What follows belongs to an exercise in optimizing a design on an open flow for small area; a production flow would make more cautious choices. Where RTL was checked, it was by simulation tests only, not by an equivalence proof against the original. Function not checked in run 1: the RTL went through the layout flow alone.

==> flow/design.v <==
package cordic_pkg;
   typedef enum logic {ROTATE = 1'b0, VECTOR = 1'b1} mode_e;
   localparam logic [15:0] CORDIC_GAIN = 16'hD2C9;
   localparam logic [31:0] QTR32  = 32'h4000_0000;
   localparam logic [31:0] HALF32 = 32'h8000_0000;
   localparam logic [31:0] TQTR32 = 32'hC000_0000;
   localparam logic [32*32-1:0] ATAN_TAB = {
      32'h0000_0000,   
      32'h0000_0001,   
      32'h0000_0001,   
      32'h0000_0003,   
      32'h0000_0005,   
      32'h0000_000A,   
      32'h0000_0014,   
      32'h0000_0029,   
      32'h0000_0051,   
      32'h0000_00A3,   
      32'h0000_0146,   
      32'h0000_028C,   
      32'h0000_0518,   
      32'h0000_0A30,   
      32'h0000_145F,   
      32'h0000_28BE,   
      32'h0000_517D,   
      32'h0000_A2FA,   
      32'h0001_45F3,   
      32'h0002_8BE6,   
      32'h0005_17CC,   
      32'h000A_2F98,   
      32'h0014_5F2F,   
      32'h0028_BE53,   
      32'h0051_7C55,   
      32'h00A2_F61E,   
      32'h0145_D7E1,   
      32'h028B_0D43,   
      32'h0511_11D4,   
      32'h09FB_385B,   
      32'h12E4_051E,   
      32'h2000_0000   
   };
endpackage
module cordic_addc
#(
   parameter int W = 18,
   parameter int STYLE = 3
) (
   input  logic [W-1:0] a,
   input  logic [W-1:0] b,
   input  logic         ci,
   output logic [W-1:0] s
);
   localparam int N = W + 1;   
   localparam int L = $clog2(N);
   if (STYLE == 0) begin : g_beh
      logic [W:0] t;
      assign t = {a, 1'b1} + {b, ci};
      assign s = t[W:1];
   end else begin : g_pfx
      logic [W-1:0] hp;
      logic [N-1:0] c;
      assign hp = a ^ b;
      always_comb begin
         logic [N-1:0] g, pp, gn, pn;
         g  = {a & b, ci};
         pp = {hp, 1'b0};
         if (STYLE == 1) begin
            for (int i = 1; i < N; i++) g[i] = g[i] | (pp[i] & g[i-1]);
         end else if (STYLE == 2) begin
            for (int l = 0; l < L; l++)
               for (int i = 0; i < N; i++)
                  if (((i + 1) % (1 << (l + 1))) == 0) begin
                     g[i]  = g[i] | (pp[i] & g[i - (1 << l)]);
                     pp[i] = pp[i] & pp[i - (1 << l)];
                  end
            for (int l = L - 1; l >= 1; l--)
               for (int i = 0; i < N; i++)
                  if (((i + 1) % (1 << l)) == (1 << (l - 1)) && i >= (1 << l))
                     g[i] = g[i] | (pp[i] & g[i - (1 << (l - 1))]);
         end else if (STYLE == 3) begin
            for (int l = 0; l < L; l++) begin
               gn = g; pn = pp;
               for (int i = 0; i < N; i++)
                  if (((i >> l) & 1) == 1) begin
                     gn[i] = g[i] | (pp[i] & g[((i >> l) << l) - 1]);
                     pn[i] = pp[i] & pp[((i >> l) << l) - 1];
                  end
               g = gn; pp = pn;
            end
         end else begin
            for (int l = 0; l < L; l++) begin
               gn = g; pn = pp;
               for (int i = 0; i < N; i++)
                  if (i >= (1 << l)) begin
                     gn[i] = g[i] | (pp[i] & g[i - (1 << l)]);
                     pn[i] = pp[i] & pp[i - (1 << l)];
                  end
               g = gn; pp = pn;
            end
         end
         c = g;
      end
      assign s = hp ^ c[W-1:0];
   end
endmodule
module cordic_stage
#(
   parameter int W     = 18,
   parameter int PW    = 32,
   parameter int SHIFT = 1
) (
   input  logic                clk,
   input  logic                mode_i,
   input  logic signed [W-1:0] x_i,
   input  logic signed [W-1:0] y_i,
   input  logic [PW-1:0]       z_i,
   output logic                mode_o,
   output logic signed [W-1:0] x_o,
   output logic signed [W-1:0] y_o,
   output logic [PW-1:0]       z_o
);
   localparam logic [PW-1:0] ATAN = PW'(cordic_pkg::ATAN_TAB[32*SHIFT +: 32] >> (32 - PW));
   logic                cw;
   logic signed [W-1:0] xs, ys, x_d, y_d;
   logic [PW-1:0]       z_d;
   assign cw = mode_i ? !y_i[W-1] : z_i[PW-1];
   assign xs = x_i >>> SHIFT;
   assign ys = y_i >>> SHIFT;
   cordic_addc #(.W(W))  u_ax (.a(x_i), .b(ys ^ {W{!cw}}),    .ci(!cw), .s(x_d));
   cordic_addc #(.W(W))  u_ay (.a(y_i), .b(xs ^ {W{cw}}),     .ci(cw),  .s(y_d));
   cordic_addc #(.W(PW)) u_az (.a(z_i), .b(ATAN ^ {PW{!cw}}), .ci(!cw), .s(z_d));
   always_ff @(posedge clk) begin
      mode_o <= mode_i;
      x_o    <= x_d;
      y_o    <= y_d;
      z_o    <= z_d;
   end
endmodule
module cordic_nco_rotator
#(
   parameter int IN_W    = 16,
   parameter int OUT_W   = 22,
   parameter int PHASE_W = 32,
   parameter int STAGES  = 16
) (
   input  logic                      clk,
   input  logic                      rst_n,
   input  logic                      in_valid,
   input  logic                      mode,
   input  logic signed [IN_W-1:0]    xin,
   input  logic signed [IN_W-1:0]    yin,
   input  logic        [PHASE_W-1:0] phase_step,
   input  logic                      phase_load,
   input  logic        [PHASE_W-1:0] phase_init,
   output logic                      out_valid,
   output logic                      out_mode,
   output logic signed [OUT_W-1:0]   xout,
   output logic signed [OUT_W-1:0]   yout,
   output logic        [PHASE_W-1:0] phase_out
);
   localparam int W = IN_W + 2;
   logic [PHASE_W-1:0] acc_q, acc_d, p;
   assign p     = phase_load ? phase_init : acc_q;
   assign acc_d = p + (phase_step & {PHASE_W{in_valid}});
   always_ff @(posedge clk or negedge rst_n) begin
      if (!rst_n) acc_q <= '0;
      else        acc_q <= acc_d;
   end
   logic [STAGES:0] vld_q;
   always_ff @(posedge clk or negedge rst_n) begin
      if (!rst_n) vld_q <= '0;
      else        vld_q <= {vld_q[STAGES-1:0], in_valid};
   end
   logic                   m0_q;
   logic signed [IN_W-1:0] x0_q, y0_q;
   logic [PHASE_W-1:0]     p0_q;
   always_ff @(posedge clk) begin
      m0_q <= mode;
      x0_q <= xin;
      y0_q <= yin;
      p0_q <= p;
   end
   logic signed [W-1:0] xe, ye, s_sum, d_sum, u, v, x1, y1;
   logic                nx, yz, d0;
   logic [1:0]          q;
   logic [PHASE_W-1:0]  z1;
   assign xe = {{(W-IN_W){x0_q[IN_W-1]}}, x0_q};
   assign ye = {{(W-IN_W){y0_q[IN_W-1]}}, y0_q};
   assign nx = x0_q[IN_W-1];
   assign yz = (y0_q == '0);
   assign d0 = nx ? (y0_q[IN_W-1] | yz) : !y0_q[IN_W-1];
   assign q  = m0_q ? {nx ^ d0, d0} : p0_q[PHASE_W-1 -: 2];
   cordic_addc #(.W(W)) u_s (.a(xe), .b(ye),  .ci(1'b0), .s(s_sum));
   cordic_addc #(.W(W)) u_d (.a(xe), .b(~ye), .ci(1'b1), .s(d_sum));
   assign u = q[0] ? s_sum : d_sum;
   assign v = q[0] ? d_sum : s_sum;
   cordic_addc #(.W(W)) u_nx (.a(u ^ {W{q[1] ^ q[0]}}), .b({W{1'b0}}), .ci(q[1] ^ q[0]), .s(x1));
   cordic_addc #(.W(W)) u_ny (.a(v ^ {W{q[1]}}),        .b({W{1'b0}}), .ci(q[1]),      .s(y1));
   always_comb begin
      if (m0_q) begin
         case (q)
            2'b00:   z1 = 32'hE000_0000;
            2'b11:   z1 = 32'h2000_0000;
            2'b01:   z1 = 32'hA000_0000;
            default: z1 = 32'h6000_0000;
         endcase
      end else begin
         z1 = {{3{!p0_q[29]}}, p0_q[28:0]};
      end
   end
   logic [STAGES-1:0]             m_c;
   logic [STAGES-1:0][W-1:0]      x_c, y_c;
   logic [STAGES-1:0][PHASE_W-1:0] z_c;
   always_ff @(posedge clk) begin
      m_c[0] <= m0_q;
      x_c[0] <= x1;
      y_c[0] <= y1;
      z_c[0] <= z1;
   end
   for (genvar i = 1; i < STAGES; i++) begin : g_stage
      cordic_stage #(
         .W     (W),
         .PW    (PHASE_W),
         .SHIFT (i)
      ) u_stage (
         .clk    (clk),
         .mode_i (m_c[i-1]),
         .x_i    (x_c[i-1]),
         .y_i    (y_c[i-1]),
         .z_i    (z_c[i-1]),
         .mode_o (m_c[i]),
         .x_o    (x_c[i]),
         .y_o    (y_c[i]),
         .z_o    (z_c[i])
      );
   end
   assign out_valid = vld_q[STAGES];
   assign out_mode  = m_c[STAGES-1];
   assign xout      = OUT_W'($signed(x_c[STAGES-1]));
   assign yout      = OUT_W'($signed(y_c[STAGES-1]));
   assign phase_out = z_c[STAGES-1];
endmodule
==> flow/run.sh <==
#!/bin/bash
# synth_recipe.tcl (not shown) runs the flow's synth.tcl, then flattens the netlist and writes it again
# the make line also repeats each setting of config.mk as NAME=value (left out here)
make -C /OpenROAD-flow-scripts/flow DESIGN_CONFIG=/design/flow/config.mk WORK_HOME=/design/flow/orfs CLKGATE_MAP_FILE= SYNTH_SCRIPT=/design/flow/synth_recipe.tcl finish
==> flow/config.mk <==
export PLATFORM = sky130hd
export DESIGN_NAME = cordic_nco_rotator
export DESIGN_NICKNAME = cordic_nco_rotator
export VERILOG_FILES = /design/flow/design.v
export SDC_FILE = /design/flow/constraint.sdc
export NUM_CORES = 4
export LEC_CHECK = 0
export CAP_MARGIN = 20
export CORE_MARGIN = 2
export CORE_UTILIZATION = 40
export SLEW_MARGIN = 20
==> flow/constraint.sdc <==
create_clock -name core_clock -period 4.6 [get_ports {clk}]
set_input_delay 0.9200 -clock core_clock [delete_from_list [all_inputs] [get_ports {clk}]]
set_output_delay 0.9200 -clock core_clock [all_outputs]
set_load 0.01 [all_outputs]
==> run_results.csv, run 1 <==
group,metric,value,unit
grt,grt_pass1_wl,233000,um
synth,yosysWarnings,18,
worst_setup_path,critical_path.most_common_cell,"nor2_1",
place,gp_congestion,0.887,
synth,synth_area,70200,um2
cts,worstSkewPairLatency,0.77,ns
timing,fin_crit_sh,91.4,%
drt,first_pass_iters,5,
outcome,status,"complete, no violations",
worst_setup_path,cpPeakStageDelay,0.55,ns
grt,gr-total-overflow,0,
die,die_height,423,um
synth,ys_seq_area_share,35.1,%
timing,slew-limit-headroom,41.7,%
grt,track_usage,15.6,%
die,ioPinCount,179,
worst_setup_path,worst-setup-path-type,"register to register",
worst_setup_path,critPathTopFamily,"compound AO/OA/AOI/OAI gates",
worst_setup_path,crit_fanout,7,
timing,grt_setup_unrepaired,"false",
timing,clock_skew,0.0307,ns
synth,synth_cell_type_count,82,
timing,post-route-min-period,4.20,ns
synth,synth_top_area_share,33.3,%
synth,synthXorXnorAreaFrac,13.3,%
synth,synth_area_per_cell,10.0,um2
place,dp_hpwl,113000,um
timing,fmax,0.238,GHz
drt,drt.antenna.violating_nets,0,
worst_setup_path,critical_path_arrival,4.93,ns
synth,async_flop_share,4.03,%
grt,grt_max_degree,42,
synth,synthSimpleGateAreaFrac,10.8,%
synth,synth_fa_ha_area_share,23.8,%
die,initial_core_util,40.3,%
layout,layout-drive-gt1-share,6.79,%
worst_setup_path,worstPathRequired,5.32,ns
synth,synth_compound_gate_area_share,13.7,%
timing,finalMaxSlewViolations,0,
layout,nNetsFinal,8684,
layout,area_growth,14.9,%
worst_setup_path,crit_path_top_delay_cell,"dfxtp_1",
cts,cts-root-buf,"clkbuf_16",
cts,h-tree-depth,4,
synth,ys_seq_elements,1217,
timing,hold_viol,0,
cts,cts_buffers,143,
place,place_ws,0.0242,ns
grt,antenna_found_initial,0,
cts,cts_sinks,1217,
flow_run,drv_cap,0,
timing,final-setup-viol-count,0,
synth,ys_top_cells_by_area,"dfxtp_1, ha_1, xnor2_1",
timing,tightest_slew,0.873,ns
cts,cts_setup_buffers,0,
place,port_buffers,178,
synth,synthMuxAreaShare,0.824,%
synth,dominantRegCellSynth,"dfxtp_1",
die,die_area,179000,um2
drt,drcViolationCount,0,
synth,synth_top_family_by_area,"adder cells",
worst_setup_path,end_kind,"register",
worst_setup_path,worstSetupStartpointType,"register",
drt,wl_per_cell,14.2,um
die,die_width,423,um
cts,cts_max_path_buffers,3,
drt,viasPerCell,4.91,
worst_setup_path,crit_chain,"nor2_1 -> nor2_2 -> inv_2 -> xnor2_1 -> ha_1 -> a31oi_1 -> o41ai_1 -> a2111oi_1 -> o21ai_1 -> a41o_1 -> o211ai_1 -> a21boi_1 -> o21a_1 -> nor2_1 -> fa_1 -> inv_1",
worst_setup_path,path_buf_inv,2,
layout,post-route-util,46.3,%
die,coreArea,174000,um2
die,fp-row-count,153,
synth,synthesis.instances,6988,
cts,cts_tree,"yes",
drt,wirelength,139000,um
layout,diodes,0,
worst_hold_path,hold_class,"input port to async pin",
synth,synth_edf_count,0,
synth,synthesis.nets,8309,
synth,yosys.area.top_type,"dfxtp_1",
drt,drt_iter0_drc,1492,
timing,timing.final.ws_setup,0.396,ns
cts,clk_pin_slew,0.06,ns
grt,grt_pass1_vias,49500,
drt,vias,48100,
cell usage after synthesis (all sizes together), types with 67 or more instances:
master  instances
dfxtp        1168
ha           1031
xnor2         704
nor2          498
inv           409
xor2          359
a21oi         342
nand2         255
o21ai         237
a21o          208
nor3          207
fa            189
o21a          182
nor2b         126
nand3         109
and3           67
final timing paths:
| check | start | end | slack, ns | depth (start not counted) |
|---|---|---|---|---|
| max | g_stage[2].u_stage.mode_o | g_stage[3].u_stage.y_o[15] | 0.40 | 16 |
| min in group core_clock | vld_q[8] | vld_q[9] | 0.35 | 0 |
| min reg2reg | vld_q[8] | vld_q[9] | 0.35 | 0 |
| max in group asynchronous | rst_n | vld_q[6] | 3.73 | 2 |
| min | rst_n | acc_q[29] | 0.09 | 1 |
| max reg2reg | g_stage[2].u_stage.mode_o | g_stage[3].u_stage.y_o[15] | 0.40 | 16 |
routing by layer:
metal,vias to the layer above,track usage (%),part of all wire [%]
li1,25200,-,-
met1,22100,15.9,40
met2,586,30.8,54
met3,249,2.37,2.7
met4,0,6.55,3.8
met5,-,0,0
cells in the final DEF, fill, tap and decap left out, types with 30 or more instances in the layout:
cell type and instances:
inv_1 404, nor2b_1 126, ha_1 1031, nor3_1 205, xnor2_1 700, o21a_1 182
or3_1 45, dfrtp_1 49, mux2_2 38, fa_1 189, a31oi_1 64, nor2_1 491
o21ai_0 218, nand2_1 255, nor4_1 30, or2_2 48, xor2_1 359, and3_1 67
clkbuf_16 145, buf_4 110, o31ai_1 34, clkdlybuf4s50_1 177, dfxtp_1 1168, o21bai_1 46
and2_1 58, nand2b_1 57, nand3_1 109, a21oi_1 338, a21o_1 208
kinds of logic after synthesis:
kind of cell / after synthesis
and+or+nand+nor: 1554
xor gates and xnor gates: 1063
muxes: 53
AOI/OAI and AO/OA: 1406
adders and majority gates: 1220
buffers and inverters: 475
DFF: 1217
cell type report:
class                   instances  area (um2)
fillers                     16200       93400
multi-input cells            5296       43800
flip-flops and latches       1217       24600
clock buffers                 195        4060
well taps                    2325        2910
repair buffers                295        2740
inverters                     410        1540
clock inverters                67         976
flip-flops by register name, summed over array words and instances, names as in the netlist:
| register | cells |
|---|---|
| y0_q | 16 |
| x_c | 17 |
| g_stage.u_stage.z_o | 480 |
| acc_q | 32 |
| m_c | 1 |
| vld_q | 17 |
| y_c | 18 |
| x0_q | 16 |
| g_stage.u_stage.x_o | 270 |
| g_stage.u_stage.mode_o | 15 |
| m0_q | 1 |
| z_c | 32 |
| g_stage.u_stage.y_o | 270 |
| p0_q | 32 |
stage by stage:
step / cells / hold slack (ns) / setup TNS, ns / area (um2)
2_1_floorplan: 6988 / 0.331 / 0 / 70200
3_3_place_gp: 9543 / 0.334 / -0.00757 / 75600
3_5_place_dp: 9543 / 0.336 / 0 / 75600
4_1_cts: 9805 / 0.0364 / 0 / 80600
5_1_grt: 9805 / 0.0716 / 0 / 80600
6_report: 9805 / 0.0863 / 0 / 80600
timing repair:
action | in CTS | in global routing
endpoints found under the setup margin | 0 | 2
gates resized for setup | 0 | 2
hold buffers | 0 | 0
==> run 2: changes to the inputs <==
--- a/flow/design.v
+++ b/flow/design.v
@@ -41,66 +41,33 @@
 endpackage
 module cordic_addc
 #(
-   parameter int W = 18,
-   parameter int STYLE = 3
+   parameter int W = 18
 ) (
    input  logic [W-1:0] a,
    input  logic [W-1:0] b,
    input  logic         ci,
    output logic [W-1:0] s
 );
-   localparam int N = W + 1;   
-   localparam int L = $clog2(N);
-   if (STYLE == 0) begin : g_beh
-      logic [W:0] t;
-      assign t = {a, 1'b1} + {b, ci};
-      assign s = t[W:1];
-   end else begin : g_pfx
-      logic [W-1:0] hp;
-      logic [N-1:0] c;
-      assign hp = a ^ b;
-      always_comb begin
-         logic [N-1:0] g, pp, gn, pn;
-         g  = {a & b, ci};
-         pp = {hp, 1'b0};
-         if (STYLE == 1) begin
-            for (int i = 1; i < N; i++) g[i] = g[i] | (pp[i] & g[i-1]);
-         end else if (STYLE == 2) begin
-            for (int l = 0; l < L; l++)
-               for (int i = 0; i < N; i++)
-                  if (((i + 1) % (1 << (l + 1))) == 0) begin
-                     g[i]  = g[i] | (pp[i] & g[i - (1 << l)]);
-                     pp[i] = pp[i] & pp[i - (1 << l)];
-                  end
-            for (int l = L - 1; l >= 1; l--)
-               for (int i = 0; i < N; i++)
-                  if (((i + 1) % (1 << l)) == (1 << (l - 1)) && i >= (1 << l))
-                     g[i] = g[i] | (pp[i] & g[i - (1 << (l - 1))]);
-         end else if (STYLE == 3) begin
-            for (int l = 0; l < L; l++) begin
-               gn = g; pn = pp;
-               for (int i = 0; i < N; i++)
-                  if (((i >> l) & 1) == 1) begin
-                     gn[i] = g[i] | (pp[i] & g[((i >> l) << l) - 1]);
-                     pn[i] = pp[i] & pp[((i >> l) << l) - 1];
-                  end
-               g = gn; pp = pn;
-            end
-         end else begin
-            for (int l = 0; l < L; l++) begin
-               gn = g; pn = pp;
-               for (int i = 0; i < N; i++)
-                  if (i >= (1 << l)) begin
-                     gn[i] = g[i] | (pp[i] & g[i - (1 << l)]);
-                     pn[i] = pp[i] & pp[i - (1 << l)];
-                  end
-               g = gn; pp = pn;
-            end
+   localparam int N = W + 1;
+   localparam int L = (N > 32) ? 6 : (N > 16) ? 5 : (N > 8) ? 4 : (N > 4) ? 3 : 2;
+   logic [W-1:0]      hp;
+   logic [L:0][N-1:0] g, p;
+   assign hp   = a ^ b;
+   assign g[0] = {a & b, ci};
+   assign p[0] = {hp, 1'b0};
+   for (genvar l = 0; l < L; l++) begin : g_lvl
+      for (genvar i = 0; i < N; i++) begin : g_bit
+         if (((i >> l) & 1) == 1) begin : g_op
+            localparam int J = ((i >> l) << l) - 1;
+            assign g[l+1][i] = g[l][i] | (p[l][i] & g[l][J]);
+            assign p[l+1][i] = p[l][i] & p[l][J];
+         end else begin : g_pass
+            assign g[l+1][i] = g[l][i];
+            assign p[l+1][i] = p[l][i];
          end
-         c = g;
       end
-      assign s = hp ^ c[W-1:0];
-   end
+   end
+   assign s = hp ^ g[L][W-1:0];
 endmodule
 module cordic_stage
 #(
@@ -235,7 +202,7 @@
    end
    assign out_valid = vld_q[STAGES];
    assign out_mode  = m_c[STAGES-1];
-   assign xout      = OUT_W'($signed(x_c[STAGES-1]));
-   assign yout      = OUT_W'($signed(y_c[STAGES-1]));
+   assign xout      = {{(OUT_W-W){x_c[STAGES-1][W-1]}}, x_c[STAGES-1]};
+   assign yout      = {{(OUT_W-W){y_c[STAGES-1][W-1]}}, y_c[STAGES-1]};
    assign phase_out = z_c[STAGES-1];
 endmodule
--- a/flow/config.mk
+++ b/flow/config.mk
@@ -7,5 +7,6 @@
 export LEC_CHECK = 0
 export CAP_MARGIN = 20
 export CORE_MARGIN = 2
-export CORE_UTILIZATION = 40
+export CORE_UTILIZATION = 60
+export CTS_BUF_LIST = sky130_fd_sc_hd__clkbuf_4
 export SLEW_MARGIN = 20
==> run 2 against run 1 <==
  * Still clean on timing, DRC and antenna
  * Via count rose by 6.1%
  * Worst setup slack got worse by 0.11 ns
  * Sequential share of layout area rose by 0.46 points
  * Sequential cell count did not move
  * Final area fell by 1.5%
  * Critical path depth fell by 1
  * Cell count fell by 2.7%
  * First-iteration DRC count rose by 22%
  * Critical path type unchanged
  * Largest cell class unchanged
==> run_results.csv, run 2 <==
group,metric,value,unit
outcome,status,"complete, no violations",
drt,viasPerCell,5.35,
synth,yosysWarnings,16,
flow_run,drv_cap,0,
worst_setup_path,critical_path_arrival,5.50,ns
worst_setup_path,critical_path.most_common_cell,"inv_1",
synth,synth_top_area_share,33.3,%
place,port_buffers,178,
timing,fmax,0.232,GHz
cts,cts_max_path_buffers,4,
layout,instances_no_fill,9543,
timing,slew-limit-headroom,44.4,%
drt,wl_per_cell,15.0,um
cts,cts_sinks,1217,
grt,grt_max_degree,50,
drt,drcViolationCount,0,
synth,synth_area_per_cell,9.87,um2
grt,grt_pass1_vias,51900,
layout,regMostFlops,"g_stage.u_stage.z_o",
synth,synth_commonest_cells,"dfxtp_1, ha_1, xnor2_1",
synth,synthesis.nets,8436,
timing,fin_tns_setup,0,ns
timing,timing.final.ws_setup,0.288,ns
die,fp-row-count,125,
place,dp.cells,8937,
place,place_ws,-0.183,ns
timing,grt_setup_unrepaired,"false",
timing,hold_viol,0,
die,die_height,346,um
cts,worstSkewPairLatency,1.28,ns
worst_setup_path,crit_chain,"nand2b_1 -> nand2_2 -> inv_1 -> xnor2_1 -> ha_1 -> and3_1 -> o21ai_0 -> a31oi_1 -> a211o_1 -> o311a_1 -> o21a_1 -> or4_1 -> nand2_1 -> fa_1 -> inv_1",
cts,cts_tree,"yes",
grt,antenna_found_initial,4,
worst_setup_path,end_kind,"register",
synth,dominantRegCellSynth,"dfxtp_1",
worst_setup_path,worstPathRequired,5.79,ns
synth,ys_seq_area_share,35.0,%
timing,fin_crit_sh,93.7,%
worst_setup_path,cpPeakStageDelay,0.49,ns
worst_setup_path,worstSetupStartpointType,"register",
layout,layout_common_cells,"dfxtp_1, ha_1, xnor2_1",
grt,track_usage,24.0,%
die,coreArea,116000,um2
synth,synth_area,70200,um2
synth,synth_edf_count,0,
worst_setup_path,crit_fanout,10,
layout,layout-drive-gt1-share,10.5,%
drt,first_pass_iters,7,
timing,tightest_slew,0.828,ns
grt,grt_pass1_wl,238000,um
timing,post-route-min-period,4.31,ns
die,die_area,120000,um2
layout,nNetsFinal,9110,
drt,drt_iter0_drc,1813,
cts,clk_pin_slew,0.07,ns
worst_setup_path,path_buf_inv,2,
synth,ys_top_cells_by_area,"dfxtp_1, ha_1, xnor2_1",
timing,clock_skew,0.0942,ns
drt,vias,51100,
worst_setup_path,critPathTopFamily,"compound AO/OA/AOI/OAI gates",
timing,final-setup-viol-count,0,
layout,post-route-util,68.4,%
cts,cts-root-buf,"clkbuf_4",
synth,ys_seq_elements,1217,
worst_hold_path,hold_class,"input port to register",
drt,drt.antenna.violating_nets,0,
place,gp_congestion,0.890,
cts,cts_buffers,346,
synth,synthesis.instances,7115,
worst_setup_path,crit_path_top_delay_cell,"or4_1",
layout,largest_reg_flops,480,
synth,async_flop_share,4.03,%
cts,h-tree-depth,5,
layout,area_growth,13.1,%
layout,final_common_cell,"dfxtp_1",
place,dp_hpwl,114000,um
layout,top_regs,"g_stage.u_stage.z_o x480, g_stage.u_stage.x_o x270, g_stage.u_stage.y_o x270",
timing,finalMaxSlewViolations,0,
synth,synth_cell_type_count,95,
die,initial_core_util,60.4,%
worst_setup_path,worst-setup-path-type,"register to register",
drt,wirelength,143000,um
die,ioPinCount,179,
synth,yosys.area.top_type,"dfxtp_1",
die,die_width,346,um
grt,gr-total-overflow,0,
synth,synth.most_common_cell,"dfxtp_1",
run 2: changes by cell type after synthesis, sizes merged, moves of 22 or more:
cell | previous run | this run
o211ai | 6 | 47
nor2 | 498 | 720
and2 | 58 | 111
nand2 | 255 | 278
o21ai | 237 | 197
nor3 | 207 | 233
nand4 | 13 | 42
xor2 | 359 | 232
a21oi | 342 | 310
nor4 | 30 | 8
xnor2 | 704 | 747
run 2: cell type report:
class	count	area, um2
flip-flops and latches	1217	24600
repair buffers	377	3400
inverters	397	1490
fillers	9380	36800
clock buffers	504	3780
diodes	6	15.0
multi-input cells	5450	43900
clock inverters	68	322
well taps	1524	1910
run 2: worst paths after layout:
path / start / slack, ns / endpoint / cells past startpoint
worst min-delay path: yin[11] / 0.17 / y0_q[11] / 1
worst min register to register: vld_q[12] / 0.34 / vld_q[13] / 0
worst max-delay path: g_stage[8].u_stage.mode_o / 0.29 / g_stage[9].u_stage.y_o[15] / 15
max in group asynchronous: rst_n / 3.78 / vld_q[12] / 3
worst max register to register: g_stage[8].u_stage.mode_o / 0.29 / g_stage[9].u_stage.y_o[15] / 15
min in group asynchronous: rst_n / 0.36 / acc_q[14] / 3
run 2: through the flow:
stage          hold WS [ns]  instance area (um2)
2_1_floorplan         0.331                70300
3_3_place_gp          0.332                75000
3_5_place_dp          0.335                75000
4_1_cts             0.00218                79400
5_1_grt              0.0229                79400
6_report              0.165                79400
run 2: repair_timing:
action                                  4_1_cts  5_1_grt
hold buffers                                 28        0
endpoints found under the setup margin        0        1
gates resized for setup                       0        1
buffers inserted                              0        0
endpoints found under the hold margin        76        0
run 2: cell families (layout without fill, tap and decap cells):
group | Yosys count | count (layout) | share of synthesized area, %
AOI/OAI and AO/OA | 1296 | 1296 | 12.6
xor gates and xnor gates | 979 | 979 | 12.2
adders and majority gates | 1220 | 1220 | 23.8
buffers and inverters | 448 | 1346 | 2.47
DFF | 1217 | 1217 | 35.0
muxes | 60 | 60 | 0.936
other | 0 | 6 | 0
and+or+nand+nor | 1895 | 1895 | 13.0
run 2: metal layers:
layer  GRT usage, %  vias to the layer above  wire (um)
met4           10.9                        0       5260
met2           46.3                      868      75200
met1           24.9                    23500      57300
met5              0                        -          0
met3           4.66                      323       5530
li1               -                    26400          -
==> run 3: changes to the inputs <==
--- a/flow/config.mk
+++ b/flow/config.mk
@@ -8,5 +8,7 @@
 export CAP_MARGIN = 20
 export CORE_MARGIN = 2
 export CORE_UTILIZATION = 60
-export CTS_BUF_LIST = sky130_fd_sc_hd__clkbuf_4
+export CTS_BUF_LIST = sky130_fd_sc_hd__clkbuf_8 sky130_fd_sc_hd__clkbuf_16
+export CTS_CLUSTER_DIAMETER = 100
+export CTS_CLUSTER_SIZE = 20
 export SLEW_MARGIN = 20
==> run 3 against run 2 <==
  * Non-clock buffer count down 28
  * Highest routed layer unchanged
  * Sequential share of layout area up 0.99 points
  * Critical path type unchanged
  * First-iteration DRC count up 3.1%
  * Final area down 3.1%
  * Critical path depth unchanged
  * Utilization down 2.1 points
  * Count of clock-buffer cells in the layout down 430
  * Area after synthesis unchanged
  * Wire length down 2.6%
==> run_results.csv, run 3 <==
group,metric,value,unit
outcome,status,"complete, no violations",
layout,instances_no_fill,9024,
grt,track_usage,23.2,%
grt,grt_max_degree,50,
place,port_buffers,178,
worst_setup_path,critical_path_arrival,4.92,ns
cts,cts_setup_buffers,0,
layout,fill_cells,9444,
drt,drt_iter0_drc,1869,
synth,yosysWarnings,16,
timing,grt_setup_unrepaired,"false",
synth,synth_cell_type_count,95,
die,die_area,120000,um2
drt,first_pass_iters,7,
die,initial_core_util,60.4,%
place,gp_congestion,0.890,
worst_setup_path,worstSetupStartpointType,"register",
worst_setup_path,worstPathRequired,5.22,ns
die,coreArea,116000,um2
drt,viasPerCell,5.44,
die,ioPinCount,179,
synth,synth_area_per_cell,9.87,um2
synth,synth_edf_count,0,
synth,synthesis.instances,7115,
synth,async_flop_share,4.03,%
layout,regMostFlops,"g_stage.u_stage.z_o",
layout,area_growth,9.63,%
drt,vias,49100,
cts,cts_hold_buf,0,
synth,ys_seq_area_share,35.0,%
layout,largest_reg_flops,480,
timing,fin_crit_sh,93.5,%
worst_hold_path,hold_depth,0,
worst_setup_path,critPathLaunch,"g_stage[8].u_stage.mode_o",
worst_setup_path,worst-setup-path-type,"register to register",
synth,synth_top_area_share,33.3,%
synth,dominantRegCellSynth,"dfxtp_1",
cts,h-tree-depth,3,
synth,synthesis.nets,8436,
timing,slew-limit-headroom,43.9,%
worst_setup_path,reg2reg_depth,15,
synth,yosys.area.top_type,"dfxtp_1",
worst_setup_path,crit_fanout,10,
layout,layout_common_cells,"dfxtp_1, ha_1, xnor2_1",
flow_run,drv_cap,0,
worst_setup_path,r2r_start,"g_stage[8].u_stage.mode_o",
die,fp-row-count,125,
synth,synth_area,70200,um2
timing,tightest_slew,0.836,ns
grt,grt_pass1_wl,231000,um
grt,antenna_found_initial,1,
die,die_width,346,um
layout,final_common_cell,"dfxtp_1",
timing,fmax,0.232,GHz
worst_setup_path,end_kind,"register",
timing,final-setup-viol-count,0,
layout,nNetsFinal,8807,
grt,gr-total-overflow,0,
cts,worstSkewPairLatency,0.67,ns
layout,top_regs,"g_stage.u_stage.z_o x480, g_stage.u_stage.x_o x270, g_stage.u_stage.y_o x270",
synth,ys_seq_elements,1217,
cts,cts_tree,"yes",
place,dp_hpwl,114000,um
drt,wl_per_cell,15.5,um
worst_hold_path,hold_start,"vld_q[7]",
timing,post-route-min-period,4.30,ns
timing,finalMaxSlewViolations,0,
synth,synth.most_common_cell,"dfxtp_1",
die,die_height,346,um
cts,clk_pin_slew,0.08,ns
place,dp.cells,8937,
synth,synth_commonest_cells,"dfxtp_1, ha_1, xnor2_1",
timing,whs,0.353,ns
cts,cts_max_path_buffers,3,
synth,ys_top_cells_by_area,"dfxtp_1, ha_1, xnor2_1",
drt,wirelength,140000,um
grt,grt_pass1_vias,48900,
cts,cts_sinks,1217,
timing,clock_skew,0.0246,ns
cts,cts_buffers,71,
drt,drcViolationCount,0,
drt,drt.antenna.violating_nets,0,
cts,cts_resized,0,
layout,diodes,0,
worst_hold_path,hold_class,"register to register",
timing,hold_viol,0,
cts,cts-root-buf,"clkbuf_16",
layout,layout-drive-gt1-share,5.44,%
## run 3: cell count changes in the layout (fill, tap and decap cells not counted), sizes merged
cell and delta:
clkbuf -430, clkinv -64, dlygate4sd3 -28, inv +11, diode -6, bufinv -2
## run 3: worst paths after layout
path,to,slack [ns]
max,g_stage[9].u_stage.y_o[15],0.30
min,vld_q[8],0.35
max reg2reg,g_stage[9].u_stage.y_o[15],0.30
min reg2reg,vld_q[8],0.35
max in group asynchronous,acc_q[6],3.78
min in group asynchronous,acc_q[14],0.36
## run 3: kinds of logic (layout without fill, tap and decap cells)
| kind of cell | count (synthesis) | after routing | share of synthesized area [%] |
|---|---|---|---|
| AND/OR/NAND/NOR | 1895 | 1895 | 13.0 |
| XOR/XNOR | 979 | 979 | 12.2 |
| flip-flops | 1217 | 1217 | 35.0 |
| adder cells (fa/ha/maj) | 1220 | 1220 | 23.8 |
| buffers and inverters | 448 | 833 | 2.47 |
| AO/OA/AOI/OAI | 1296 | 1296 | 12.6 |
| multiplexers | 60 | 60 | 0.936 |
## run 3: area by class of cell
type                    count  area, um2  area share, %
well taps                1524       1910           2.48
flip-flops and latches   1217      24600           32.0
multi-input cells        5450      43900           57.0
inverters                 397       1490           1.94
clock buffers              74       1850           2.41
clock inverters            13       85.1          0.111
repair buffers            349       3120           4.06
## run 3: critical path, cell delays in order (launching register included)
cell and delay (ns):
dfxtp_1 0.42, nand2b_1 0.17, nand2_2 0.06, inv_1 0.39
xnor2_1 0.23, ha_1 0.29, and3_1 0.17, o21ai_0 0.21
a31oi_1 0.20, a211o_1 0.42, o311a_1 0.37, o21a_1 0.22
or4_1 0.49, nand2_1 0.13, fa_1 0.42, inv_1 0.06
## run 3: stage by stage
stage	TNS, ns	area, um2	setup slack (ns)	utilization [%]
2_1_floorplan	0	70300	0.0424	-
4_1_cts	0	77000	0.263	66.2
6_report	0	77000	0.298	66.2
3_5_place_dp	-0.270	75000	-0.183	64.6
3_3_place_gp	-0.214	75000	-0.143	64.6
5_1_grt	0	77000	0.00984	66.2
## run 3: routing by layer
layer | routed length [um] | global-route usage, % | up-vias
li1 | - | - | 25400
met1 | 57300 | 25.6 | 22800
met2 | 73600 | 45.6 | 588
met3 | 3710 | 2.23 | 229
met4 | 4970 | 8.66 | 0
met5 | 0 | 0 | -
==> run 4: changes to the inputs <==
--- a/flow/config.mk
+++ b/flow/config.mk
@@ -8,7 +8,7 @@
 export CAP_MARGIN = 20
 export CORE_MARGIN = 2
 export CORE_UTILIZATION = 60
-export CTS_BUF_LIST = sky130_fd_sc_hd__clkbuf_8 sky130_fd_sc_hd__clkbuf_16
-export CTS_CLUSTER_DIAMETER = 100
-export CTS_CLUSTER_SIZE = 20
+export CTS_BUF_LIST = sky130_fd_sc_hd__clkbuf_16
+export CTS_CLUSTER_DIAMETER = 80
+export CTS_CLUSTER_SIZE = 24
 export SLEW_MARGIN = 20
==> run 4 against run 3 <==
  * Non-clock buffer count stayed put
  * Clock skew is 0.0034 ns higher
  * Critical path type unchanged
  * Hold slack better by 0.0011 ns
  * Final area is 0.55% higher
  * Utilization is 0.36 points higher
==> run_results.csv, run 4 <==
group,metric,value,unit
timing,clock_skew,0.0280,ns
place,post_dp_cell_area,75000,um2
worst_setup_path,r2r_slack,0.31,ns
worst_setup_path,crit_fanout,8,
worst_setup_path,crit_path_end,"x_c[16]",
worst_setup_path,critPathLaunch,"y0_q[4]",
die,die_width,346,um
cts,clk_pin_slew,0.08,ns
drt,wl_per_cell,15.4,um
timing,whs,0.354,ns
timing,fin_crit_sh,93.3,%
grt,gr-total-overflow,0,
grt,grt_max_degree,50,
cts,cts-root-buf,"clkbuf_16",
synth,synth_cell_type_count,95,
layout,nNetsFinal,8806,
die,die_height,346,um
layout,largest_reg_flops,480,
synth,synth_top_area_share,33.3,%
layout,layout-drive-gt1-share,5.80,%
cts,cts_max_path_buffers,3,
worst_setup_path,worst-setup-path-type,"register to register",
worst_setup_path,path_buf_inv,2,
timing,fmax,0.233,GHz
grt,track_usage,23.2,%
grt,grt_pass1_wl,231000,um
synth,async_flop_share,4.03,%
timing,timing.final.ws_setup,0.309,ns
layout,top_regs,"g_stage.u_stage.z_o x480, g_stage.u_stage.x_o x270, g_stage.u_stage.y_o x270",
worst_setup_path,cpPeakStageDelay,0.57,ns
layout,fin_area,77400,um2
die,initial_core_util,60.4,%
timing,post-route-min-period,4.29,ns
synth,synthesis.instances,7115,
grt,use_met3,2.21,%
layout,regMostFlops,"g_stage.u_stage.z_o",
cts,cts_hold_buf,0,
timing,grt_setup_unrepaired,"false",
worst_setup_path,worstSetupStartpointType,"register",
layout,final_common_cell,"dfxtp_1",
worst_setup_path,crit_path_top_delay_cell,"a2111oi_2",
synth,synth_area_per_cell,9.87,um2
synth,ys_seq_area_share,35.0,%
timing,final-setup-viol-count,0,
outcome,status,"complete, no violations",
grt,gr-usage-met2,45.7,%
worst_setup_path,critPathTopFamily,"compound AO/OA/AOI/OAI gates",
place,port_buffers,178,
place,dp.cells,8937,
layout,layout_common_cells,"dfxtp_1, ha_1, xnor2_1",
synth,yosysWarnings,16,
die,die_area,120000,um2
timing,slew-limit-headroom,43.7,%
synth,synth_edf_count,0,
synth,dominantRegCellSynth,"dfxtp_1",
die,fp-row-count,125,
grt,grt_use_met1,25.5,%
layout,instances_no_fill,9052,
synth,synthesis.nets,8436,
worst_setup_path,end_kind,"register",
drt,first_pass_iters,5,
synth,ys_seq_elements,1217,
drt,drt.antenna.violating_nets,0,
synth,synth_commonest_cells,"dfxtp_1, ha_1, xnor2_1",
worst_hold_path,hold_class,"register to register",
worst_setup_path,crit_cells,15,
synth,ys_top_cells_by_area,"dfxtp_1, ha_1, xnor2_1",
grt,busiest_layer,"met2",
worst_setup_path,worstPathRequired,5.16,ns
worst_setup_path,r2r-end,"x_c[16]",
cts,cts_setup_buffers,0,
synth,synth.most_common_cell,"dfxtp_1",
worst_setup_path,reg2reg_depth,15,
synth,yosys.area.top_type,"dfxtp_1",
drt,wirelength,139000,um
worst_setup_path,critical_path_arrival,4.85,ns
timing,hold_viol,0,
layout,diodes,0,
drt,viasPerCell,5.42,
place,gp_congestion,0.890,
timing,finalMaxSlewViolations,0,
synth,synth_area,70200,um2
drt,drcViolationCount,0,
place,dp_hpwl,114000,um
grt,antenna_found_initial,1,
flow_run,drv_cap,0,
drt,vias,49100,
layout,area_growth,10.2,%
worst_setup_path,r2r_start,"y0_q[4]",
place,place_ws,-0.183,ns
die,ioPinCount,179,
worst_setup_path,critical_path.most_common_cell,"a21oi_1",
cts,cts_buffers,70,
cts,cts_sinks,1217,
drt,drt_iter0_drc,1810,
die,coreArea,116000,um2
cts,cts_tree,"yes",
timing,tightest_slew,0.838,ns
cts,worstSkewPairLatency,0.68,ns
grt,grt_pass1_vias,49000,
worst_setup_path,crit_chain,"inv_1 -> ha_1 -> inv_1 -> a2111oi_2 -> a21oi_1 -> a21oi_1 -> o21ai_0 -> a31oi_1 -> o21bai_1 -> fa_1 -> nor2_1 -> a21oi_1 -> xnor2_1 -> ha_1 -> xnor2_1",
cts,h-tree-depth,3,
layout,fill_cells,9391,
[run 4: cell counts after synthesis]
No cell type changed its count.
[run 4: cell type report]
cell class | instances | area, um2 | area share, %
clock inverters | 42 | 532 | 0.687
well taps | 1524 | 1910 | 2.46
multi-input cells | 5450 | 43900 | 56.7
clock buffers | 73 | 1830 | 2.36
flip-flops and latches | 1217 | 24600 | 31.8
inverters | 397 | 1490 | 1.93
repair buffers | 349 | 3120 | 4.03
[run 4: worst min-delay path by stage]
stage | startpoint | endpoint | slack [ns] | cells after the start
floorplan | vld_q[9] | vld_q[10] | 0.33 | 0
global placement | vld_q[1] | vld_q[2] | 0.33 | 0
detailed placement | vld_q[7] | vld_q[8] | 0.33 | 0
CTS | rst_n | acc_q[12] | 0.35 | 2
global route | vld_q[5] | vld_q[6] | 0.36 | 0
finish | vld_q[15] | vld_q[16] | 0.35 | 0
[run 4: per-stage QoR]
step	setup TNS (ns)	util [%]
2_1_floorplan	0	-
3_3_place_gp	-0.214	64.6
3_5_place_dp	-0.270	64.6
4_1_cts	0	66.6
5_1_grt	0	66.6
6_report	0	66.6
[run 4: what timing repair did]
item                                   CTS  global route
gates resized for setup                  0             1
setup endpoints to repair                0             1
endpoints found under the hold margin    0             0
[run 4: cell families (layout without fill, tap and decap cells)]
group	Yosys count	after routing	share of synthesized area, %
AND/OR/NAND/NOR	1895	1895	13.0
AO/OA/AOI/OAI	1296	1296	12.6
adder cells (fa/ha/maj)	1220	1220	23.8
flip-flops	1217	1217	35.0
XOR/XNOR	979	979	12.2
buffers and inverters	448	861	2.47
multiplexers	60	60	0.936
[run 4: routing by layer]
metal	vias to the layer above	share of wire, %	wire, um
li1	25500	-	-
met1	22800	41	56800
met2	587	53	73900
met3	238	2.7	3710
met4	0	3.5	4860
met5	-	0	0
==> run 5: changes to the inputs <==
--- a/flow/config.mk
+++ b/flow/config.mk
@@ -9,6 +9,6 @@
 export CORE_MARGIN = 2
 export CORE_UTILIZATION = 60
 export CTS_BUF_LIST = sky130_fd_sc_hd__clkbuf_16
-export CTS_CLUSTER_DIAMETER = 80
-export CTS_CLUSTER_SIZE = 24
+export CTS_CLUSTER_DIAMETER = 90
+export CTS_CLUSTER_SIZE = 30
 export SLEW_MARGIN = 20
==> run 5 against run 4 <==
  * Critical path type unchanged
  * Sequential share of layout area up 0.26 points
  * Final area fell by 0.82%
  * Worst setup slack got worse by 0.0086 ns
  * Die area is the same
  * Utilization decreased by 0.55 points
  * Non-clock buffer count stayed put
  * Area after synthesis stayed put
==> run_results.csv, run 5 <==
group,metric,value,unit
synth,synth_edf_count,0,
worst_setup_path,worstPathRequired,5.26,ns
synth,synth_area,70200,um2
synth,ys_seq_area_share,35.0,%
synth,yosys.area.top_type,"dfxtp_1",
synth,synth.most_common_cell,"dfxtp_1",
die,fp-row-count,125,
grt,grt_pass1_wl,230000,um
grt,gr-total-overflow,0,
die,die_area,120000,um2
timing,finalMaxSlewViolations,0,
timing,whs,0.329,ns
synth,async_flop_share,4.03,%
die,ioPinCount,179,
worst_hold_path,hold_class,"input port to async pin",
synth,synth_top_area_share,33.3,%
drt,viasPerCell,5.42,
layout,final_common_cell,"dfxtp_1",
synth,synth_commonest_cells,"dfxtp_1, ha_1, xnor2_1",
cts,cts_tree,"yes",
cts,cts_hold_buf,0,
layout,nNetsFinal,8789,
worst_setup_path,worst-setup-path-type,"register to register",
timing,hold_viol,0,
worst_setup_path,path_buf_inv,2,
grt,antenna_found_initial,1,
drt,drt_iter0_drc,1895,
cts,cts-root-buf,"clkbuf_16",
worst_setup_path,cpPeakStageDelay,0.49,ns
timing,tightest_slew,0.839,ns
synth,synthesis.nets,8436,
synth,synthesis.instances,7115,
timing,grt_setup_unrepaired,"false",
die,die_height,346,um
die,initial_core_util,60.4,%
worst_setup_path,crit_cells,15,
timing,clock_skew,0.0343,ns
drt,wirelength,139000,um
worst_setup_path,critPathTopFamily,"compound AO/OA/AOI/OAI gates",
place,gp_congestion,0.890,
worst_setup_path,crit_path_top_delay_cell,"or4_1",
worst_setup_path,worstSetupStartpointType,"register",
place,port_buffers,178,
worst_setup_path,reg2reg_depth,15,
cts,clk_pin_slew,0.11,ns
outcome,status,"complete, no violations",
grt,track_usage,23.0,%
layout,diodes,0,
die,die_width,346,um
cts,cts_buffers,53,
worst_setup_path,end_kind,"register",
drt,drt.antenna.violating_nets,0,
worst_setup_path,crit_fanout,10,
cts,h-tree-depth,2,
worst_setup_path,critical_path_arrival,4.96,ns
drt,drcViolationCount,0,
place,dp_hpwl,114000,um
cts,cts_max_path_buffers,3,
synth,ys_seq_elements,1217,
timing,fmax,0.233,GHz
timing,slew-limit-headroom,43.7,%
synth,ys_top_cells_by_area,"dfxtp_1, ha_1, xnor2_1",
layout,top_regs,"g_stage.u_stage.z_o x480, g_stage.u_stage.x_o x270, g_stage.u_stage.y_o x270",
worst_setup_path,crit_chain,"nand2b_1 -> nand2_2 -> clkinvlp_4 -> xnor2_1 -> ha_1 -> and3_1 -> o21ai_0 -> a31oi_1 -> a211o_1 -> o311a_1 -> o21a_1 -> or4_1 -> nand2_1 -> fa_1 -> inv_1",
timing,final-setup-viol-count,0,
drt,wl_per_cell,15.4,um
drt,first_pass_iters,5,
layout,largest_reg_flops,480,
cts,cts_sinks,1217,
grt,grt_max_degree,50,
drt,vias,49000,
synth,yosysWarnings,16,
layout,area_growth,9.32,%
layout,layout_common_cells,"dfxtp_1, ha_1, xnor2_1",
grt,grt_pass1_vias,48800,
synth,dominantRegCellSynth,"dfxtp_1",
timing,fin_crit_sh,93.5,%
die,coreArea,116000,um2
layout,regMostFlops,"g_stage.u_stage.z_o",
synth,synth_area_per_cell,9.87,um2
flow_run,drv_cap,0,
timing,post-route-min-period,4.30,ns
synth,synth_cell_type_count,95,
layout,layout-drive-gt1-share,5.50,%
cts,worstSkewPairLatency,0.71,ns
[run 5: cell counts after synthesis]
No cell type changed its count.
[run 5: metrics by stage]
stage | instance area (um2) | util, % | cells | TNS [ns] | setup WS (ns)
after floorplan | 70300 | - | 7115 | 0 | 0.0424
after global placement | 75000 | 64.6 | 8937 | -0.214 | -0.143
after detailed placement | 75000 | 64.6 | 8937 | -0.270 | -0.183
after CTS | 76800 | 66.1 | 9028 | 0 | 0.281
after global routing | 76800 | 66.1 | 9028 | 0 | 0.00317
final | 76800 | 66.1 | 9028 | 0 | 0.301
[run 5: worst paths after layout]
path	start	endpoint	slack (ns)
max reg2reg	g_stage[8].u_stage.mode_o	g_stage[9].u_stage.y_o[15]	0.30
min reg2reg	vld_q[7]	vld_q[8]	0.36
min in group core_clock	vld_q[7]	vld_q[8]	0.36
min	rst_n	acc_q[12]	0.33
max in group asynchronous	rst_n	acc_q[2]	3.81
max	g_stage[8].u_stage.mode_o	g_stage[9].u_stage.y_o[15]	0.30
[run 5: cell families (layout without fill, tap and decap cells)]
logic type	Yosys count	after routing	synth area share [%]
compound gates	1296	1296	12.6
xor+xnor	979	979	12.2
fa+ha+maj	1220	1220	23.8
buf+inv	448	837	2.47
flops	1217	1217	35.0
mux	60	60	0.936
simple gates	1895	1895	13.0
[run 5: worst reg2reg max path: cells and delay by family, from the launching register on]
kind                       cells  cell delay [ns]
and+or+nand+nor                5             1.08
xor gates and xnor gates       1             0.34
AOI/OAI and AO/OA              5             1.41
adders and majority gates      2             0.71
DFF                            1             0.38
buffers and inverters          2             0.33
[run 5: area by class of cell]
cell class,instances,area [um2]
clock buffers,55,1380
clock inverters,36,342
fillers,9494,39400
inverters,397,1490
multi-input cells,5450,43900
flip-flops and latches,1217,24600
well taps,1524,1910
repair buffers,349,3120
[run 5: per-layer routing]
| layer | vias to the layer above | part of all wire (%) | global-route usage, % |
|---|---|---|---|
| met5 | - | 0 | 0 |
| met4 | 0 | 3.8 | 8.69 |
| met3 | 223 | 2.4 | 1.93 |
| met2 | 585 | 53 | 45.3 |
| met1 | 22800 | 41 | 25.4 |
| li1 | 25400 | - | - |
[run 5: timing repair]
item                                    in CTS  in global routing
endpoints found under the setup margin       0                  2
resized for setup                            0                  2
endpoints found under the hold margin        0                  0
setup buffers                                0                  0
==> run 6: changes to the inputs <==
--- a/flow/config.mk
+++ b/flow/config.mk
@@ -7,8 +7,5 @@
 export LEC_CHECK = 0
 export CAP_MARGIN = 20
 export CORE_MARGIN = 2
-export CORE_UTILIZATION = 60
-export CTS_BUF_LIST = sky130_fd_sc_hd__clkbuf_16
-export CTS_CLUSTER_DIAMETER = 90
-export CTS_CLUSTER_SIZE = 30
+export CORE_UTILIZATION = 40
 export SLEW_MARGIN = 20
==> run 6 against run 5 <==
  * Non-clock buffer count is 23 lower
  * Die area is 49% higher
  * Highest routed layer unchanged
  * Cell count is 10% higher
  * Clock skew is 0.0083 ns lower
  * Final area is 5.2% higher
  * Wire length is 5.5% lower
  * Global-route usage is 8.3 points lower
  * Register-to-register slack better by 0.08 ns
  * Count of clock-buffer cells in the layout is 161 higher
  * Synthesized cell count stayed put
==> run_results.csv, run 6 <==
group,metric,value,unit
timing,final-setup-viol-count,0,
drt,viasPerCell,4.81,
worst_setup_path,r2r_start,"g_stage[4].u_stage.mode_o",
timing,tightest_slew,0.904,ns
timing,fin_crit_sh,91.8,%
timing,clock_skew,0.0260,ns
cts,cts_resized,0,
grt,grt_max_degree,50,
synth,synth_commonest_cells,"dfxtp_1, ha_1, xnor2_1",
worst_setup_path,crit_fanout,11,
die,ioPinCount,179,
timing,finalMaxSlewViolations,0,
cts,cts_hold_buf,0,
worst_setup_path,end_kind,"register",
synth,async_flop_share,4.03,%
drt,first_pass_iters,5,
place,port_buffers,178,
layout,diodes,0,
grt,antenna_found_initial,0,
cts,cts_buffers,144,
worst_setup_path,worstPathRequired,5.23,ns
cts,clk_pin_slew,0.05,ns
worst_setup_path,worstSetupStartpointType,"register",
synth,synth_area_per_cell,9.87,um2
layout,area_growth,15.0,%
cts,cts_tree,"yes",
worst_setup_path,reg2reg_depth,15,
layout,multiInputGateArea,43900,um2
synth,synthesis.instances,7115,
synth,synth_edf_count,0,
timing,fmax,0.237,GHz
worst_setup_path,r2r_slack,0.38,ns
worst_setup_path,r2r-end,"g_stage[5].u_stage.z_o[31]",
timing,slew-limit-headroom,39.6,%
cts,cts_max_path_buffers,3,
synth,dominantRegCellSynth,"dfxtp_1",
timing,post-route-min-period,4.22,ns
die,coreArea,174000,um2
cts,cts_setup_buffers,0,
synth,yosys.area.top_type,"dfxtp_1",
layout,fill_cells,16300,
place,dp_hpwl,106000,um
grt,grt_pass1_vias,49400,
cts,worstSkewPairLatency,0.77,ns
die,die_width,423,um
grt,grt_pass1_wl,223000,um
layout,regArea,24600,um2
drt,drt_iter0_drc,1469,
layout,top_regs,"g_stage.u_stage.z_o x480, g_stage.u_stage.x_o x270, g_stage.u_stage.y_o x270",
layout,post-route-util,46.3,%
synth,ys_top_cells_by_area,"dfxtp_1, ha_1, xnor2_1",
place,gp_congestion,0.858,
timing,hold_viol,0,
die,die_area,179000,um2
synth,ys_seq_elements,1217,
layout,regMostFlops,"g_stage.u_stage.z_o",
worst_hold_path,hold_class,"input port to async pin",
die,fp-row-count,153,
worst_setup_path,critical_path_arrival,4.85,ns
drt,wl_per_cell,13.1,um
timing,grt_setup_unrepaired,"false",
layout,nNetsFinal,8857,
synth,synth_cell_type_count,95,
outcome,status,"complete, no violations",
drt,drt.antenna.violating_nets,0,
cts,cts_sinks,1217,
synth,synthesis.nets,8436,
layout,layout-drive-gt1-share,6.78,%
cts,cts-root-buf,"clkbuf_16",
drt,drcViolationCount,0,
synth,synth.most_common_cell,"dfxtp_1",
timing,whs,0.282,ns
worst_setup_path,worst-setup-path-type,"register to register",
synth,ys_seq_area_share,35.0,%
grt,track_usage,14.7,%
grt,gr-total-overflow,0,
cts,h-tree-depth,4,
layout,largest_reg_flops,480,
die,initial_core_util,40.3,%
drt,wirelength,131000,um
layout,layout_common_cells,"dfxtp_1, ha_1, xnor2_1",
die,die_height,423,um
synth,synth_top_area_share,33.3,%
flow_run,drv_cap,0,
layout,final_common_cell,"dfxtp_1",
synth,yosysWarnings,16,
drt,vias,47900,
synth,synth_area,70200,um2
==> run 6: cell counts after synthesis <==
No cell type changed its count.
==> run 6: kinds of logic after synthesis <==
logic type	count (synthesis)	share of synthesized area, %
and+or+nand+nor	1895	13.0
buffers and inverters	448	2.47
AOI/OAI and AO/OA	1296	12.6
muxes	60	0.936
xor gates and xnor gates	979	12.2
DFF	1217	35.0
adders and majority gates	1220	23.8
==> run 6: worst max-delay path, cell delays in order, from the launching register on <==
cell and delay, ns:
dfxtp_1 0.36, and2_1 0.20, or2_2 0.35, buf_4 0.22
ha_1 0.33, a21oi_1 0.19, a21oi_1 0.11, o311ai_0 0.57
a21boi_1 0.25, a21oi_1 0.30, buf_4 0.20, o21ai_1 0.13
o41ai_1 0.44, o21ba_2 0.22, o21bai_1 0.08, xor2_1 0.14
==> run 6: metrics by stage <==
step	std cells	setup WS [ns]	area [um2]	TNS, ns
6_report	9968	0.379	80700	0
4_1_cts	9968	0.262	80700	0
5_1_grt	9968	0.00276	80700	0
3_5_place_dp	9715	-0.137	75900	-0.314
3_3_place_gp	9715	-0.170	75900	-0.310
2_1_floorplan	7115	0.0424	70300	0
==> run 6: metal layers <==
metal	vias up	global-route usage [%]	share of wire [%]
li1	25600	-	-
met1	21400	14.9	40
met2	608	28.9	53
met3	316	2.25	2.9
met4	0	7.29	4.6
met5	-	0	0
==> run 6: worst max path at each step <==
stage,slack (ns),end,depth (start not counted),from
floorplan,0.04,g_stage[13].u_stage.y_o[15],15,g_stage[12].u_stage.mode_o
global placement,-0.17,acc_q[30],16,phase_load
detailed placement,-0.14,acc_q[30],16,phase_load
CTS,0.26,g_stage[3].u_stage.y_o[15],14,g_stage[2].u_stage.mode_o
global route,0.003,g_stage[5].u_stage.z_o[31],15,g_stage[4].u_stage.mode_o
finish,0.38,g_stage[5].u_stage.z_o[31],15,g_stage[4].u_stage.mode_o
==> run 6: final cells by class <==
| cell class | count | share of cell area (%) |
|---|---|---|
| Multi-Input combinational cell | 5450 | 54.4 |
| Sequential cell | 1217 | 30.5 |
| Clock buffer | 216 | 5.25 |
| Timing Repair Buffer | 326 | 3.69 |
| Tap cell | 2325 | 3.60 |
| Inverter | 397 | 1.85 |
| Clock inverter | 37 | 0.732 |

[re-timing with driven ports]
How much do the figures lean on ideal ports? The routed layouts below were timed once more, with nothing changed but the port constraints. Step 1 assumes that a clkbuf_16 drives the clock port and a buf_2 every other input. Step 2 adds t to the input delays and takes it off the output delays; t is the mean of the earliest and latest rising clock arrival at the registers after step 1. Input paths then give back, and output paths get back, about the clock's delay inside the block. Slacks: ideal ports / drivers / drivers and shift; pairs: ideal ports / drivers.
| run | shift t [ns] | setup WS [ns] | latest minus earliest clock arrival (ns) | slew at the worst register clock pin (ns) | worst data-port slew with drivers (ns) |
|---|---|---|---|---|---|
| run 1 | 0.843 | 0.396 / 0.396 / 0.048 | 0.033 / 0.033 | 0.06 / 0.06 | 0.07 |
| run 2 | 1.299 | 0.288 / 0.288 / -0.185 | 0.094 / 0.094 | 0.07 / 0.07 | 0.07 |
| run 3 | 0.738 | 0.298 / 0.298 / -0.160 | 0.031 / 0.031 | 0.09 / 0.09 | 0.07 |
| run 4 | 0.743 | 0.309 / 0.309 / -0.166 | 0.034 / 0.034 | 0.09 / 0.09 | 0.07 |
| run 5 | 0.772 | 0.301 / 0.301 / -0.163 | 0.041 / 0.041 | 0.12 / 0.12 | 0.07 |
| run 6 | 0.833 | 0.379 / 0.379 / -0.152 | 0.030 / 0.030 | 0.06 / 0.06 | 0.06 |
With both steps, setup timing fails in 5 of these runs, where it was met with ideal ports. The setup slack of run 6, which loses most, moves by 0.000 ns with the drivers and by -0.531 ns with both steps.
